Background: an optimization exercise with open tools, aiming at small area, a short achievable clock period and few clock cycles per item. Do not read the settings as production practice.
No run shown here included a check of the RTL's function; only the layout flow was run.
Power and IR drop assume default switching activity.

$ cat design.v
package iirl_pkg;
	localparam int CAPACITY_DEF    = 16;
	localparam int VALUE_WIDTH_DEF = 32;
	typedef enum logic [1:0] {
		FUNC_READ   = 2'd0,
		FUNC_INSERT = 2'd1,
		FUNC_REMOVE = 2'd2,
		FUNC_FILL   = 2'd3
	} func_t;
	typedef enum logic [1:0] {
		STAT_OK    = 2'd0,
		STAT_RANGE = 2'd1,
		STAT_FULL  = 2'd2
	} status_t;
	typedef struct packed {
		logic load;
		logic exec;
	} iirl_cmd_t;
endpackage
module iirl_ctrl (
	input  logic clk,
	input  logic arst_n,
	input  logic req_valid,
	output logic req_ready,
	output logic rsp_valid,
	input  logic rsp_ready,
	output logic q_free,    
	output logic exec,      
	output logic o_from_x,  
	output logic o_from_k,  
	output logic k_load,    
	output logic k_busy     
);
	logic q_valid, o_valid, k_valid;
	logic q_valid_d, o_valid_d, k_valid_d;
	logic ready_q, rsp_valid_q;    
	logic take;
	assign take      = o_valid & rsp_ready;
	assign exec      = q_valid & ~k_valid;
	assign q_free    = ~q_valid | ~k_valid;
	assign req_ready = ready_q;
	assign rsp_valid = rsp_valid_q;
	assign o_from_k  = k_valid & take;
	assign o_from_x  = exec & (~o_valid | take);
	assign k_load    = exec & o_valid & ~take;
	assign k_busy    = k_valid;
	assign q_valid_d = (q_free & req_valid) | (q_valid & ~exec);
	assign o_valid_d = o_from_k | o_from_x | (o_valid & ~take);
	assign k_valid_d = k_load | (k_valid & ~take);
	always_ff @(posedge clk or negedge arst_n) begin
		if (!arst_n) begin
			q_valid     <= 1'b0;
			o_valid     <= 1'b0;
			k_valid     <= 1'b0;
			ready_q     <= 1'b1;
			rsp_valid_q <= 1'b0;
		end else begin
			q_valid     <= q_valid_d;
			o_valid     <= o_valid_d;
			k_valid     <= k_valid_d;
			ready_q     <= ~q_valid_d | ~k_valid_d;
			rsp_valid_q <= o_valid_d;
		end
	end
endmodule
module iirl_dpath #(
	parameter int CAPACITY    = iirl_pkg::CAPACITY_DEF,
	parameter int VALUE_WIDTH = iirl_pkg::VALUE_WIDTH_DEF,
	localparam int CNT_W      = $clog2(CAPACITY + 1)
) (
	input  logic                   clk,
	input  logic                   arst_n,
	input  logic                   q_free,
	input  logic                   exec,
	input  logic                   o_from_x,
	input  logic                   o_from_k,
	input  logic                   k_load,
	input  logic                   k_busy,
	input  logic [1:0]             in_func,
	input  logic [CNT_W-1:0]       in_position,
	input  logic [VALUE_WIDTH-1:0] in_value,
	output logic [VALUE_WIDTH-1:0] element,
	output logic [CNT_W-1:0]       count,
	output logic [1:0]             status
);
	localparam int IW = $clog2(CAPACITY);
	localparam logic [CNT_W-1:0] CAP_C = CNT_W'(CAPACITY);
	localparam logic [IW-1:0]    LAST  = IW'(CAPACITY - 1);
	function automatic logic gt4(input logic [IW-1:0] a, input logic [IW-1:0] b);
		logic r;
		r = 1'b0;
		for (int i = 0; i < IW; i++) r = (a[i] & ~b[i]) | (~(a[i] ^ b[i]) & r);
		gt4 = r;
	endfunction
	function automatic logic gt5(input logic [CNT_W-1:0] a, input logic [CNT_W-1:0] b);
		logic r;
		r = 1'b0;
		for (int i = 0; i < CNT_W; i++) r = (a[i] & ~b[i]) | (~(a[i] ^ b[i]) & r);
		gt5 = r;
	endfunction
	logic [CNT_W-1:0]       used_q, used_d;
	logic [CNT_W-1:0]       used_up, used_dn;    
	logic [IW-1:0]          ptr_q [CAPACITY];
	logic [VALUE_WIDTH-1:0] word_q [CAPACITY];
	logic [CNT_W-1:0]       pos_q;
	logic [VALUE_WIDTH-1:0] val_q;
	logic                   rd_ok, ins_ok, rem_ok, fill_ok;
	iirl_pkg::status_t      status_d;
	localparam int NC = 4;
	logic [CNT_W-1:0] cand [NC];
	logic [NC-1:0]    c_pick, c_lt, c_gt, c_full;
	assign cand[0] = used_q;
	assign cand[1] = used_up;
	assign cand[2] = used_dn;
	assign cand[3] = pos_q;
	assign c_pick[1] = exec & ins_ok;
	assign c_pick[2] = exec & rem_ok;
	assign c_pick[3] = exec & fill_ok;
	assign c_pick[0] = ~(c_pick[1] | c_pick[2] | c_pick[3]);
	for (genvar c = 0; c < NC; c++) begin : g_cmp
		assign c_lt[c]   = gt5(cand[c], in_position);
		assign c_gt[c]   = gt5(in_position, cand[c]);
		assign c_full[c] = (cand[c] == CAP_C);
	end
	logic              in_lt, in_gt, in_full;
	logic              in_rd, in_ins, in_rem, in_fill;
	iirl_pkg::status_t in_status;
	assign in_lt   = |(c_pick & c_lt);
	assign in_gt   = |(c_pick & c_gt);
	assign in_full = |(c_pick & c_full);
	always_comb begin
		in_status = iirl_pkg::STAT_OK;
		in_rd     = 1'b0;
		in_ins    = 1'b0;
		in_rem    = 1'b0;
		in_fill   = 1'b0;
		case (in_func)
			iirl_pkg::FUNC_READ: begin
				if (in_lt) in_rd = 1'b1;
				else in_status = iirl_pkg::STAT_RANGE;
			end
			iirl_pkg::FUNC_INSERT: begin
				if (in_gt) in_status = iirl_pkg::STAT_RANGE;
				else if (in_full) in_status = iirl_pkg::STAT_FULL;
				else in_ins = 1'b1;
			end
			iirl_pkg::FUNC_REMOVE: begin
				if (in_lt) in_rem = 1'b1;
				else in_status = iirl_pkg::STAT_RANGE;
			end
			default: begin
				if (gt5(in_position, CAP_C)) in_status = iirl_pkg::STAT_RANGE;
				else in_fill = 1'b1;
			end
		endcase
	end
	always_ff @(posedge clk) begin
		if (q_free) begin
			pos_q    <= in_position;
			val_q    <= in_value;
			rd_ok    <= in_rd;
			ins_ok   <= in_ins;
			rem_ok   <= in_rem;
			fill_ok  <= in_fill;
			status_d <= in_status;
		end
	end
	logic elem_d;
	assign elem_d = rd_ok | rem_ok;
	always_comb begin
		used_d = used_q;
		if (ins_ok) used_d = used_up;
		if (rem_ok) used_d = used_dn;
		if (fill_ok) used_d = pos_q;
	end
	always_ff @(posedge clk or negedge arst_n) begin
		if (!arst_n) begin
			used_q  <= '0;
			used_up <= CNT_W'(1);
			used_dn <= '1;
		end else if (exec) begin
			used_q <= used_d;
			if (ins_ok) begin
				used_up <= used_up + CNT_W'(1);
				used_dn <= used_q;
			end else if (rem_ok) begin
				used_up <= used_q;
				used_dn <= used_dn - CNT_W'(1);
			end else if (fill_ok) begin
				used_up <= pos_q + CNT_W'(1);
				used_dn <= pos_q - CNT_W'(1);
			end
		end
	end
	logic [IW-1:0] x, last_slot, rd_slot;
	assign x         = pos_q[IW-1:0];
	assign last_slot = ptr_q[CAPACITY-1];
	for (genvar i = 0; i < CAPACITY; i++) begin : g_ptr
		localparam int PREV = (i == 0) ? 0 : i - 1;
		localparam int NEXT = (i == CAPACITY - 1) ? i : i + 1;
		logic at_x, above_x;
		assign at_x    = (x == IW'(i));
		assign above_x = gt4(IW'(i), x);
		always_ff @(posedge clk or negedge arst_n) begin
			if (!arst_n) begin
				ptr_q[i] <= IW'(i);
			end else if (exec) begin
				if (ins_ok) begin
					if (at_x) ptr_q[i] <= last_slot;
					else if (above_x) ptr_q[i] <= ptr_q[PREV];
				end else if (rem_ok) begin
					if (i == CAPACITY - 1) ptr_q[i] <= rd_slot;
					else if (at_x || above_x) ptr_q[i] <= ptr_q[NEXT];
				end
			end
		end
	end
	for (genvar s = 0; s < CAPACITY; s++) begin : g_word
		always_ff @(posedge clk) begin
			if (exec && (fill_ok || (ins_ok && last_slot == IW'(s))))
				word_q[s] <= val_q;
		end
	end
	logic [CAPACITY-1:0] p_oh, x_oh, src_oh;
	logic                mv_ins, mv_rem, p_at_x, rd_en, ld_rd;
	logic [IW-1:0]       look;
	for (genvar i = 0; i < CAPACITY; i++) begin : g_oh
		assign p_oh[i] = (in_position[IW-1:0] == IW'(i));
		assign x_oh[i] = (x == IW'(i));
	end
	assign mv_ins = exec & ins_ok;
	assign mv_rem = exec & rem_ok;
	assign p_at_x = |(p_oh & x_oh);
	for (genvar i = 0; i < CAPACITY; i++) begin : g_src
		localparam int PREV = (i == 0) ? 0 : i - 1;
		localparam int NEXT = (i == CAPACITY - 1) ? i : i + 1;
		logic below_x, from_up, from_down;
		assign below_x   = gt4(x, IW'(i));
		assign from_up   = (i < CAPACITY - 1) && mv_ins && !below_x && p_oh[NEXT];
		assign from_down = (i > 0) && mv_rem && !gt4(x, IW'(PREV)) && p_oh[PREV];
		assign src_oh[i] = q_free & (
			(p_oh[i] & (!(mv_ins | mv_rem) | below_x)) | from_up | from_down |
			(mv_ins & (i == CAPACITY - 1) & p_at_x) |
			(mv_rem & x_oh[i] & p_oh[CAPACITY-1]))
			| (!q_free & x_oh[i]);
	end
	always_comb begin
		look = '0;
		for (int i = 0; i < CAPACITY; i++)
			if (src_oh[i]) look = look | ptr_q[i];
	end
	assign ld_rd = k_busy ? o_from_k : !k_load;
	always_ff @(posedge clk) begin
		if (ld_rd) begin
			rd_slot <= look;
			rd_en   <= q_free ? (in_rd | in_rem) : elem_d;
		end
	end
	logic [VALUE_WIDTH-1:0] rd_word;
	always_comb begin
		rd_word = '0;
		for (int s = 0; s < CAPACITY; s++)
			if (rd_slot == IW'(s)) rd_word = rd_word | word_q[s];
	end
	iirl_pkg::status_t k_status;
	always_ff @(posedge clk) begin
		if (k_load) k_status <= status_d;
	end
	logic [VALUE_WIDTH-1:0] element_q;
	logic [CNT_W-1:0]       count_q;
	iirl_pkg::status_t      status_q;
	always_ff @(posedge clk) begin
		if (o_from_k || o_from_x) begin
			element_q <= rd_en ? rd_word : '0;
			count_q   <= k_busy ? used_q : used_d;
			status_q  <= k_busy ? k_status : status_d;
		end
	end
	assign element = element_q;
	assign count   = count_q;
	assign status  = status_q;
endmodule
module indexed_insert_remove_list #(
	parameter int CAPACITY    = iirl_pkg::CAPACITY_DEF,
	parameter int VALUE_WIDTH = iirl_pkg::VALUE_WIDTH_DEF,
	localparam int CNT_W      = $clog2(CAPACITY + 1)
) (
	input  logic                   clk,
	input  logic                   arst_n,
	input  logic                   req_valid,
	output logic                   req_ready,
	input  logic [1:0]             req_func,
	input  logic [CNT_W-1:0]       req_position,
	input  logic [VALUE_WIDTH-1:0] req_value,
	output logic                   rsp_valid,
	input  logic                   rsp_ready,
	output logic [VALUE_WIDTH-1:0] rsp_element,
	output logic [CNT_W-1:0]       rsp_count,
	output logic [1:0]             rsp_status
);
	logic q_free, exec, o_from_x, o_from_k, k_load, k_busy;
	iirl_ctrl u_ctrl (
		.clk       (clk),
		.arst_n    (arst_n),
		.req_valid (req_valid),
		.req_ready (req_ready),
		.rsp_valid (rsp_valid),
		.rsp_ready (rsp_ready),
		.q_free    (q_free),
		.exec      (exec),
		.o_from_x  (o_from_x),
		.o_from_k  (o_from_k),
		.k_load    (k_load),
		.k_busy    (k_busy)
	);
	iirl_dpath #(
		.CAPACITY    (CAPACITY),
		.VALUE_WIDTH (VALUE_WIDTH)
	) u_dpath (
		.clk         (clk),
		.arst_n      (arst_n),
		.q_free      (q_free),
		.exec        (exec),
		.o_from_x    (o_from_x),
		.o_from_k    (o_from_k),
		.k_load      (k_load),
		.k_busy      (k_busy),
		.in_func     (req_func),
		.in_position (req_position),
		.in_value    (req_value),
		.element     (rsp_element),
		.count       (rsp_count),
		.status      (rsp_status)
	);
endmodule
$ cat flow/run.sh
#!/bin/bash
# The standard layout, with two settings the platform fixes changed:
# the port buffers are plain buffers rather than delay cells, and timing
# repair may resize cells across footprints.
set -euo pipefail
bash standard.sh MATCH_CELL_FOOTPRINT=0 "BUFFER_PORTS_ARGS=-buffer_cell sky130_fd_sc_hd__buf_2" finish > standard.log 2>&1
$ cat standard.sh
#!/bin/bash
# synth_recipe.tcl (not shown) runs the flow's synth.tcl, then flattens the netlist and writes it again
# the make line also repeats each setting of config.mk as NAME=value (left out here)
make -C /OpenROAD-flow-scripts/flow DESIGN_CONFIG=/design/flow/config.mk WORK_HOME=/design/flow/orfs CLKGATE_MAP_FILE= SYNTH_SCRIPT=/design/flow/synth_recipe.tcl "${@:-finish}"
$ cat config.mk
export PLATFORM = sky130hd
export DESIGN_NAME = indexed_insert_remove_list
export DESIGN_NICKNAME = indexed_insert_remove_list
export VERILOG_FILES = /design/flow/design.v
export SDC_FILE = /design/flow/constraint.sdc
export NUM_CORES = 4
export LEC_CHECK = 0
export CAP_MARGIN = 20
export CELL_PAD_IN_SITES_DETAIL_PLACEMENT = 1
export CELL_PAD_IN_SITES_GLOBAL_PLACEMENT = 1
export CORE_MARGIN = 2
export CORE_UTILIZATION = 50
export CTS_BUF_LIST = sky130_fd_sc_hd__clkbuf_8
export SETUP_SLACK_MARGIN = 2.6
export SLEW_MARGIN = 20
$ cat constraint.sdc
create_clock -name core_clock -period 5.0 [get_ports {clk}]
set_input_delay 1.0000 -clock core_clock [delete_from_list [all_inputs] [get_ports {clk}]]
set_output_delay 1.0000 -clock core_clock [all_outputs]
set_load 0.01 [all_outputs]
==> impl_metrics.ini, run 1 <==
[finish]
multiInputGateArea_mm2 = 0.00960
most-common-layout-cells = edfxtp_1 (601), a22oi_1 (151), buf_4 (125)
nets = 2384
fillers = 5469
final_common_cell = edfxtp_1
final_layout_size_suffix_gt1_share_pct = 26.9
instances_no_fill = 3146
area_delta_synth_final_pct = 20.9
register_area_mm2 = 0.0202
utilization_pct = 61.2

[timing]
fmax_ghz = 0.369
post-route-min-period_ns = 2.71
setup_tns_ns = 0
worst_pin_slew_ns = 0.955
rsz0062_at_grt = yes
hold_violations = 0
fin_crit_sh_pct = 54.2
slew_headroom_pct = 35.8
setup_violations = 0
maxSlewViolCount = 0
final.setup_skew_ns = 0.0593

[floorplan]
fp.dieW_um = 246
core_area_mm2 = 0.0577
die_y_um = 246
initial_core_util_pct = 50.6
ios = 84
dieArea_mm2 = 0.0604
rows = 88

[pwr]
internal-power_uw = 13500
p_seq_share_pct = 45.9
p_sw_uw = 8650
p_clk_share_pct = 20.0
peakVddDrop_mv = 0.389
p_leak_uw = 0.0126
swShare_pct = 39.0
p_comb_share_pct = 34.1
p_per_area_mw_per_mm2 = 628

[routing]
vias = 20900
via_per_inst = 6.63
wl_mm = 103
ant_nets = 0
dr.pass1.iters = 5
drc = 0
avgRoutedWirePerCell_um = 32.9
drt-initial-drc-count = 2137

[setup_path]
crit_arrival_ns = 3.24
crit_path_max_fanout = 18
end_kind = register
reg2reg_from = u_ctrl.k_valid
critPathLaunchType = register
rr_endpoint = u_dpath.rd_slot[1]
cp.required_ns = 5.53
rr_worst_depth = 8
r2r_setup_slack_ns = 2.29
path_class = register to register

[clock_network]
worst_skew_pair.late_latency_ns = 0.73
cts_tree = done
clkSinkCount = 684
path_clk_slew_ns = 0.06
htree_levels = 3
clockRootBuffer = clkbuf_8
clockBufferDepth = 3
cts_inserted_buffers = 107

[yosys]
synth_cells = 2051
synth_cell_types = 76
ys_warn_count = 5
ys_async_sr_fraction_pct = 12.1
synth-seq-cells = 684
syn_avg_cell_area_um2 = 14.2
ys.flop_type = edfxtp_1
synth-edff-count = 601
ys_seq_area_share_pct = 69.1
synth_area_mm2 = 0.0292
syn-num-nets = 2135

[global_route]
grt.total_usage_pct = 34.1
grt_first_pass_wirelength_mm = 149
overflow = 0
grt_pass1_vias = 21700
antenna_found_initial = 2
grt_max_degree = 83

[placed_design]
port_buffers = 83
dp_hpwl_mm = 63.8
placedCellCount = 2836
gp_congestion = 0.990

[hold_path]
hold_class = input port to async pin

[outcome]
status = finished clean

[flow_run]
maxCapViolCount = 0
-- layout make-up --
class	instances	area share (%)
timing repair buffer	259	6.96
multi-input combinational	1206	27.2
clock buffer	109	4.25
antenna	1	0.00708
sequential	684	57.1
tap	765	2.71
inverter	42	0.506
clock inverter	80	1.29
-- worst max-delay path by stage --
stage                              start                    to  slack (ns)  depth (start not counted)
floorplan           u_dpath.ptr_q[15][0]  u_dpath.word_q[0][0]        2.01                          4
global placement         req_position[2]    u_dpath.rd_slot[1]        1.35                          7
detailed placement        u_ctrl.k_valid    u_dpath.rd_slot[1]        1.31                          8
CTS                     u_dpath.pos_q[3]    u_dpath.rd_slot[2]        2.39                          7
global route              u_ctrl.k_valid    u_dpath.rd_slot[2]        2.27                          7
finish                    u_ctrl.k_valid    u_dpath.rd_slot[1]        2.29                          8
-- Yosys cell counts (all sizes together), types with 15 or more instances --
cell    instances  area (um^2)
edfxtp        601        18000
a22oi         152         1140
nor2          100          375
nand3          99          495
clkbuf         98          369
o21ai          89          445
a21oi          86          430
nand2          75          282
a221oi         70          613
a22o           69          604
mux2i          60          601
mux2           45          507
dfrtp          44         1100
inv            42          158
ha             41          513
o21a           40          300
dfstp          39         1020
buf            28          141
nor3           26          135
o211ai         22          165
a311oi         15          131
nand4          15         93.8
-- critical path, stage by stage (launching register included) --
cell and delay (ns):
dfrtp_4 0.52, buf_4 0.17, nand3b_1 0.15, buf_4 0.23, nor3_1 0.81, o21ai_0 0.25
nand4_1 0.21, nor4_4 0.07, o2111ai_1 0.10
-- power by group through the flow --
stage               combinational [uW]  sequential, uW  clock [uW]
floorplan                         3760            9420           0
global placement                  5790           10200           0
detailed placement                6250           10300           0
CTS                               7270           10100        4480
global route                      8010           10300        4750
finish                            7560           10200        4450
-- per-layer routing --
metal	GRT usage (%)	wire length (um)
met5	0	16
met1	43.1	40500
met2	56.6	50600
met4	17.3	4980
met3	6.04	7420
-- per-stage QoR --
stage	worst slack (ns)	instance area (um^2)	hold WS [ns]	power (uW)
6_report	2.29	35300	0.318	22200
5_1_grt	2.27	35300	0.332	23000
4_1_cts	2.39	35000	0.305	21800
3_5_place_dp	1.31	31400	0.454	16500
3_3_place_gp	1.35	30900	0.425	16000
2_1_floorplan	2.01	29600	0.422	13200
-- what timing repair did --
item                                    4_1_cts  5_1_grt
pin swaps                                    59       15
hold buffers                                  0        0
buffers inserted                             96       15
resized for setup                           133       48
endpoints found under the setup margin      654      133
gates cloned                                  9        0
-- cells by family after synthesis --
logic type	count (synthesis)	synth area share, %
AO/OA/AOI/OAI	632	15.6
flip-flops	684	69.1
XOR/XNOR	5	0.150
adder cells (fa/ha/maj)	41	1.76
AND/OR/NAND/NOR	416	7.36
multiplexers	105	3.79
buffers and inverters	168	2.29
-- flip-flops by register name, indices dropped and copies added (netlist names), 2 cells and up --
| name | flops |
|---|---|
| u_dpath.pos_q | 5 |
| u_dpath.ptr_q | 64 |
| u_dpath.element_q | 32 |
| u_dpath.used_up | 5 |
| u_dpath.status_d | 2 |
| u_dpath.used_q | 5 |
| u_dpath.word_q | 512 |
| u_dpath.rd_slot | 4 |
| u_dpath.status_q | 2 |
| u_dpath.used_dn | 5 |
| u_dpath.val_q | 32 |
| u_dpath.k_status | 2 |
| u_dpath.count_q | 5 |
==> inputs of run 2 (changes only) <==
--- a/design.v
+++ b/design.v
@@ -238,22 +238,28 @@
 		assign below_x   = gt4(x, IW'(i));
 		assign from_up   = (i < CAPACITY - 1) && mv_ins && !below_x && p_oh[NEXT];
 		assign from_down = (i > 0) && mv_rem && !gt4(x, IW'(PREV)) && p_oh[PREV];
-		assign src_oh[i] = q_free & (
-			(p_oh[i] & (!(mv_ins | mv_rem) | below_x)) | from_up | from_down |
+		assign src_oh[i] = (p_oh[i] & (!(mv_ins | mv_rem) | below_x)) | from_up | from_down |
 			(mv_ins & (i == CAPACITY - 1) & p_at_x) |
-			(mv_rem & x_oh[i] & p_oh[CAPACITY-1]))
-			| (!q_free & x_oh[i]);
+			(mv_rem & x_oh[i] & p_oh[CAPACITY-1]);
 	end
 	always_comb begin
 		look = '0;
 		for (int i = 0; i < CAPACITY; i++)
 			if (src_oh[i]) look = look | ptr_q[i];
 	end
+	logic [IW-1:0] q_slot;
+	logic          q_en;
+	always_ff @(posedge clk) begin
+		if (q_free) begin
+			q_slot <= look;
+			q_en   <= in_rd | in_rem;
+		end
+	end
 	assign ld_rd = k_busy ? o_from_k : !k_load;
 	always_ff @(posedge clk) begin
 		if (ld_rd) begin
-			rd_slot <= look;
-			rd_en   <= q_free ? (in_rd | in_rem) : elem_d;
+			rd_slot <= q_free ? look : q_slot;
+			rd_en   <= q_free ? (in_rd | in_rem) : q_en;
 		end
 	end
 	logic [VALUE_WIDTH-1:0] rd_word;
==> run 2 against run 1 <==
Against the previous run:
- still clean
- worst setup slack worse by 0.063 ns
- hold slack gained 0.092 ns
- maximum frequency down 2.3%
- first-iteration DRC count fell by 15%
- die area down 2.3%
- critical path type unchanged
- critical endpoint is now u_dpath.rd_slot[3]
==> impl_metrics.ini, run 2 <==
[yosys]
synth_area_mm2 = 0.0285
yosys-top-cells-count = edfxtp_1 (600), a22oi_1 (137), nand3_1 (117)
synth_largest_area_cell = edfxtp_1
ys_top_cells_by_area = edfxtp_1 (63%), dfrtp_1 (3.9%), a22oi_1 (3.6%), dfstp_2 (3.6%), a221oi_1 (2.3%)
synth_cell_types = 81
ys_async_sr_fraction_pct = 12.1
ys.flop_type = edfxtp_1
synth-edff-count = 600
synth_cells = 1951
yosys.area.top_type_share_pct = 63.1
ys_seq_area_share_pct = 70.9
synth-seq-cells = 688
syn_avg_cell_area_um2 = 14.6
syn-num-nets = 2035
ys_warn_count = 5
synth.most_common_cell = edfxtp_1

[placed_design]
dp_hpwl_mm = 52.6
gp_congestion = 0.917
placedCellCount = 2721
place_ws_ns = 1.27
port_buffers = 83
post_dp_cell_area_mm2 = 0.0304

[pwr]
peakVddDrop_mv = 0.388
internal-power_uw = 13400
p_per_area_mw_per_mm2 = 628
swShare_pct = 37.5
p_seq_share_pct = 46.3
p_leak_uw = 0.0123
p_comb_share_pct = 32.5
p_clk_share_pct = 21.3
p_sw_uw = 8060

[routing]
ant_nets = 0
drc = 0
dr.pass1.iters = 5
wl_mm = 91.3
avgRoutedWirePerCell_um = 30.1
drt-initial-drc-count = 1826
vias = 19400
via_per_inst = 6.39

[setup_path]
end_kind = register
critPathMostFrequentCell = ha_4
cp.required_ns = 5.44
cp_slowest_cell = edfxtp_1
path_class = register to register
cpPeakStageDelay_ns = 0.42
cp_num_buf_inv = 3
path_delay_family = compound AO/OA/AOI/OAI gates
crit_path_cell_trace = buf_6 -> ha_4 -> buf_12 -> ha_4 -> and2_4 -> o311ai_2 -> o211ai_1 -> buf_4 -> a22o_1 -> a221oi_2 -> and4_1 -> a31oi_1
crit_arrival_ns = 3.22
crit_path_max_fanout = 6
critPathLaunchType = register

[global_route]
grt.total_usage_pct = 30.8
grt_max_degree = 115
grt_pass1_vias = 20300
grt_first_pass_wirelength_mm = 134
antenna_found_initial = 0
overflow = 0

[finish]
multiInputGateArea_mm2 = 0.00874
largestRegisters = u_dpath.word_q: 512 flops, u_dpath.ptr_q: 64 flops
area_delta_synth_final_pct = 19.9
fillers = 5343
final_area_mm2 = 0.0342
most-common-layout-cells = edfxtp_1 (600), a22oi_1 (136), nand3_1 (115)
instances_no_fill = 3031
final_layout_size_suffix_gt1_share_pct = 27.1
largest_register = u_dpath.word_q
final_common_cell = edfxtp_1
register_area_mm2 = 0.0202
largest_reg_flops = 512
nets = 2276

[floorplan]
rows = 87
dieArea_mm2 = 0.0590
ios = 84
core_area_mm2 = 0.0564
die_y_um = 243
initial_core_util_pct = 50.6
fp.dieW_um = 243

[timing]
fin_crit_sh_pct = 55.5
fmax_ghz = 0.360
slew_headroom_pct = 38.1
setup_ws_ns = 2.23
setup_violations = 0
maxSlewViolCount = 0
hold_ws_ns = 0.409
rsz0062_at_grt = yes
final.setup_skew_ns = 0.0276
worst_pin_slew_ns = 0.928
post-route-min-period_ns = 2.77
setup_tns_ns = 0
hold_violations = 0

[clock_network]
cts_inserted_buffers = 109
cts_tree = done
ctsHoldBuffers = 0
path_clk_slew_ns = 0.08
htree_levels = 3
clockBufferDepth = 3
clockRootBuffer = clkbuf_8
clkSinkCount = 688
worst_skew_pair.late_latency_ns = 0.73

[hold_path]
hold_class = input port to async pin

[outcome]
status = finished clean

[flow_run]
maxCapViolCount = 0
## run 2: logic make-up after synthesis
| family | after synthesis | share of synthesized area (%) |
|---|---|---|
| buffers and inverters | 151 | 2.15 |
| xor gates and xnor gates | 6 | 0.184 |
| AOI/OAI and AO/OA | 557 | 14.0 |
| muxes | 104 | 3.84 |
| DFF | 688 | 70.9 |
| and+or+nand+nor | 404 | 7.08 |
| adders and majority gates | 41 | 1.80 |
## run 2: cell type report
type | count | share of cell area (%)
antenna | 1 | 0.00731
clock buffer | 111 | 4.46
clock inverter | 82 | 1.47
inverter | 31 | 0.435
multi-input combinational | 1117 | 25.5
sequential | 688 | 59.1
tap | 756 | 2.76
timing repair buffer | 245 | 6.20
## run 2: power groups by stage
stage	logic (uW)	clock network, uW	registers, uW
after global routing	7500	4870	10100
final	6980	4570	9950
after global placement	5740	0	9960
after detailed placement	5950	0	10100
after CTS	6710	4630	9900
after floorplan	3710	0	9410
## run 2: what timing repair did
| item | in CTS | in global routing |
|---|---|---|
| pin swaps | 64 | 8 |
| buffers inserted | 89 | 18 |
| gates resized for setup | 137 | 37 |
| gates cloned | 6 | 3 |
| endpoints found under the setup margin | 628 | 301 |
## run 2: worst register-to-register path: stages (launching register included)
cell and delay [ns]:
edfxtp_1 0.42, buf_6 0.16, ha_4 0.16, buf_12 0.14
ha_4 0.17, and2_4 0.16, o311ai_2 0.20, o211ai_1 0.14
buf_4 0.19, a22o_1 0.24, a221oi_2 0.18, and4_1 0.25
a31oi_1 0.10
## run 2: layer usage
| layer | track usage [%] | vias to the layer above | part of all wire, % |
|---|---|---|---|
| li1 | - | 8316 | - |
| met1 | 43.7 | 10100 | 43 |
| met2 | 49.1 | 846 | 47 |
| met3 | 4.94 | 150 | 7.3 |
| met4 | 10.0 | 0 | 2.5 |
| met5 | 0 | - | 0 |
## run 2: stage by stage
stage / total power (uW) / utilization [%]
after CTS: 21200 / 60.0
after floorplan: 13100 / -
final: 21500 / 60.7
after global routing: 22500 / 60.7
after global placement: 15700 / 53.8
after detailed placement: 16000 / 53.9
## run 2: worst paths after layout
| path | startpoint | end | slack (ns) | depth (start not counted) |
|---|---|---|---|---|
| hold / removal | arst_n | u_dpath.ptr_q[4][3] | 0.41 | 1 |
| setup reg to reg | u_dpath.pos_q[1] | u_dpath.rd_slot[3] | 2.23 | 12 |
| setup / recovery | u_dpath.pos_q[1] | u_dpath.rd_slot[3] | 2.23 | 12 |
| min in group core_clock | req_value[16] | u_dpath.val_q[16] | 0.45 | 1 |
| max in group asynchronous | arst_n | u_dpath.ptr_q[12][2] | 3.70 | 2 |
| hold reg to reg | u_dpath.q_en | u_dpath.q_en | 0.47 | 1 |
==> inputs of run 3 (changes only) <==
--- a/config.mk
+++ b/config.mk
@@ -11,5 +11,5 @@
 export CORE_MARGIN = 2
 export CORE_UTILIZATION = 50
 export CTS_BUF_LIST = sky130_fd_sc_hd__clkbuf_8
-export SETUP_SLACK_MARGIN = 2.6
+export SETUP_SLACK_MARGIN = 2.75
 export SLEW_MARGIN = 20
==> run 3 against run 2 <==
Against the previous run:
- cell count up 1.2%
- worst setup slack better by 0.0099 ns
- maximum frequency rose by 0.36%
- synthesized cell count did not move
- die area did not move
- global-route usage rose by 0.28 points
- routed wire length rose by 4.9%
- sequential share of layout area is 0.68 points lower
- total power grew 2.0%
- critical path depth decreased by 1
- sequential power is essentially flat
- highest routed layer is now met5
==> impl_metrics.ini, run 3 <==
[outcome]
status = finished clean

[pwr]
peakVddDrop_mv = 0.365
p_leak_uw = 0.0125
p_per_area_mw_per_mm2 = 633

[setup_path]
end_kind = register
crit_path_max_fanout = 4
critPathLaunchType = register
crit_path_cell_trace = buf_4 -> ha_4 -> ha_4 -> and2_4 -> o311ai_2 -> o211ai_1 -> buf_4 -> a22o_1 -> a221oi_2 -> and4_1 -> a31oi_1
cp_slowest_cell = edfxtp_1
path_class = register to register
crit_arrival_ns = 3.20
cpPeakStageDelay_ns = 0.46
cp.required_ns = 5.44

[finish]
final_common_cell = edfxtp_1
largest_register = u_dpath.word_q
final_layout_size_suffix_gt1_share_pct = 28.6
nets = 2298
fillers = 5319
most-common-layout-cells = edfxtp_1 (600), a22oi_1 (135), buf_4 (123)
area_delta_synth_final_pct = 21.4
largestRegisters = u_dpath.word_q: 512 flops, u_dpath.ptr_q: 64 flops
largest_reg_flops = 512
utilization_pct = 61.5

[yosys]
ys_warn_count = 5
synth_cell_types = 81
syn-num-nets = 2035
syn_avg_cell_area_um2 = 14.6
ys_async_sr_fraction_pct = 12.1
ys.flop_type = edfxtp_1
synth_largest_area_cell = edfxtp_1
synth.most_common_cell = edfxtp_1
yosys.area.top_type_share_pct = 63.1
yosys-top-cells-count = edfxtp_1 (600), a22oi_1 (137), nand3_1 (117)
synth-edff-count = 600
ys_seq_area_share_pct = 70.9
synth_cells = 1951
ys_top_cells_by_area = edfxtp_1 (63%), dfrtp_1 (3.9%), a22oi_1 (3.6%), dfstp_2 (3.6%), a221oi_1 (2.3%)
synth-seq-cells = 688
synth_area_mm2 = 0.0285

[clock_network]
path_clk_slew_ns = 0.06
clockBufferDepth = 3
clockRootBuffer = clkbuf_8
cts_tree = done
worst_skew_pair.late_latency_ns = 0.72
htree_levels = 3
ctsHoldBuffers = 0
clkSinkCount = 688
cts_inserted_buffers = 110

[placed_design]
dp_hpwl_mm = 53.7
gp_congestion = 0.915
port_buffers = 83

[floorplan]
rows = 87
fp.dieW_um = 243
initial_core_util_pct = 50.6
die_y_um = 243
ios = 84
dieArea_mm2 = 0.0590
core_area_mm2 = 0.0564

[routing]
wl_mm = 95.8
drt-initial-drc-count = 1966
dr.pass1.iters = 5
ant_nets = 0
via_per_inst = 6.44
drc = 0
avgRoutedWirePerCell_um = 31.2
vias = 19800

[timing]
setup_violations = 0
final.setup_skew_ns = 0.0441
rsz0062_at_grt = yes
slew_headroom_pct = 46.8
hold_ws_ns = 0.354
maxSlewViolCount = 0
setup_tns_ns = 0
worst_pin_slew_ns = 0.787
post-route-min-period_ns = 2.76
fmax_ghz = 0.362
hold_violations = 0
fin_crit_sh_pct = 55.3

[hold_path]
hold_class = input port to async pin

[global_route]
grt_first_pass_wirelength_mm = 135
grt_max_degree = 58
grt_pass1_vias = 20300
grt.total_usage_pct = 31.1
overflow = 0
antenna_found_initial = 2

[flow_run]
maxCapViolCount = 0
## run 3: worst max-delay path: cells and delay by family, from the launching register on
family / cells / cell delay [ns]
AO/OA/AOI/OAI: 5 / 0.91
flip-flops: 1 / 0.46
AND/OR/NAND/NOR: 2 / 0.40
buffers and inverters: 2 / 0.39
adder cells (fa/ha/maj): 2 / 0.35
## run 3: what timing repair did
| item | CTS | global route |
|---|---|---|
| pin swaps | 34 | 36 |
| gates resized for setup | 139 | 103 |
| cloned | 3 | 11 |
| buffers inserted | 83 | 35 |
| setup endpoints to repair | 716 | 514 |
## run 3: metal layers
layer	GRT usage (%)	routed length [um]
met1	40.0	37500
met2	52.6	47200
met3	5.12	7020
met4	13.1	4060
met5	0	10
## run 3: final cells by class
cell class / count / area [um^2] / area share [%]
Timing Repair Buffer: 270 / 2490 / 7.17
Multi-Input combinational cell: 1113 / 8730 / 25.2
Clock buffer: 119 / 1640 / 4.73
Antenna cell: 2 / 5.00 / 0.0144
Tap cell: 756 / 946 / 2.73
Sequential cell: 688 / 20300 / 58.5
Inverter: 31 / 126 / 0.365
Clock inverter: 88 / 467 / 1.35
## run 3: where the power goes
part / internal, uW / total, uW / switching [uW]
logic: 2790 / 7390 / 4590
clock network: 2360 / 4600 / 2240
registers: 8560 / 9950 / 1390
total: 13700 / 21900 / 8230
## run 3: stage by stage
step	setup WS (ns)	area (um^2)	total power (uW)	std cells
floorplan	2.17	28800	13100	1951
global placement	1.44	30200	15700	2724
detailed placement	1.38	30300	15900	2726
CTS	2.31	33600	21300	3019
global route	2.12	34700	22900	3066
finish	2.24	34700	21900	3067
## run 3: cell families (layout without fill, tap and decap cells)
logic type / count (synthesis) / count (layout) / share of synthesized area, %
flip-flops: 688 / 688 / 70.9
adder cells (fa/ha/maj): 41 / 41 / 1.80
AND/OR/NAND/NOR: 404 / 405 / 7.08
other: 0 / 2 / 0
multiplexers: 104 / 104 / 3.84
AO/OA/AOI/OAI: 557 / 557 / 14.0
buffers and inverters: 151 / 508 / 2.15
XOR/XNOR: 6 / 6 / 0.184
## run 3: final timing paths
path                       slack (ns)              endpoint  depth (start not counted)              from
max reg2reg                      2.24    u_dpath.rd_slot[1]                         11  u_dpath.pos_q[1]
min in group core_clock          0.46     u_dpath.val_q[22]                          1     req_value[22]
min reg2reg                      0.48          u_dpath.q_en                          1      u_dpath.q_en
min                              0.35  u_dpath.ptr_q[13][1]                          1            arst_n
max                              2.24    u_dpath.rd_slot[1]                         11  u_dpath.pos_q[1]
max in group asynchronous        3.67   u_dpath.ptr_q[2][1]                          2            arst_n

-- static timing again, ports no longer ideal --
The flow's constraints put no driver on any port. The routed layouts listed below were extracted and timed again, unchanged, in two steps. Step 1 (the two cells are an assumption about what drives the block):
set clk [get_ports {clk}]
set_driving_cell -lib_cell sky130_fd_sc_hd__clkbuf_16 $clk
set_driving_cell -lib_cell sky130_fd_sc_hd__buf_2 [delete_from_list [all_inputs] $clk]
Step 2 adds t to the input delays and takes it off the output delays; t is the mean of the earliest and latest rising clock arrival at the registers after step 1. Input paths then give back, and output paths get back, about the clock's delay inside the block. Slacks: ideal / step 1 / step 2; pairs: ideal / step 1.
run	t (ns)	setup WS [ns]	hold slack, ns	clock arrival spread, ns	cell pins on the clock port's net
run 1	0.766	2.289 / 2.289 / 1.796	0.318 / 0.281 / 0.467	0.062 / 0.062	1
run 2	0.770	2.226 / 2.226 / 1.524	0.409 / 0.379 / 0.474	0.028 / 0.028	1
run 3	0.760	2.236 / 2.236 / 1.629	0.354 / 0.314 / 0.482	0.044 / 0.044	1
After both steps every run listed still meets setup and hold. The setup slack of run 2, which loses most, moves by 0.000 ns with the drivers and by -0.702 ns with both steps.
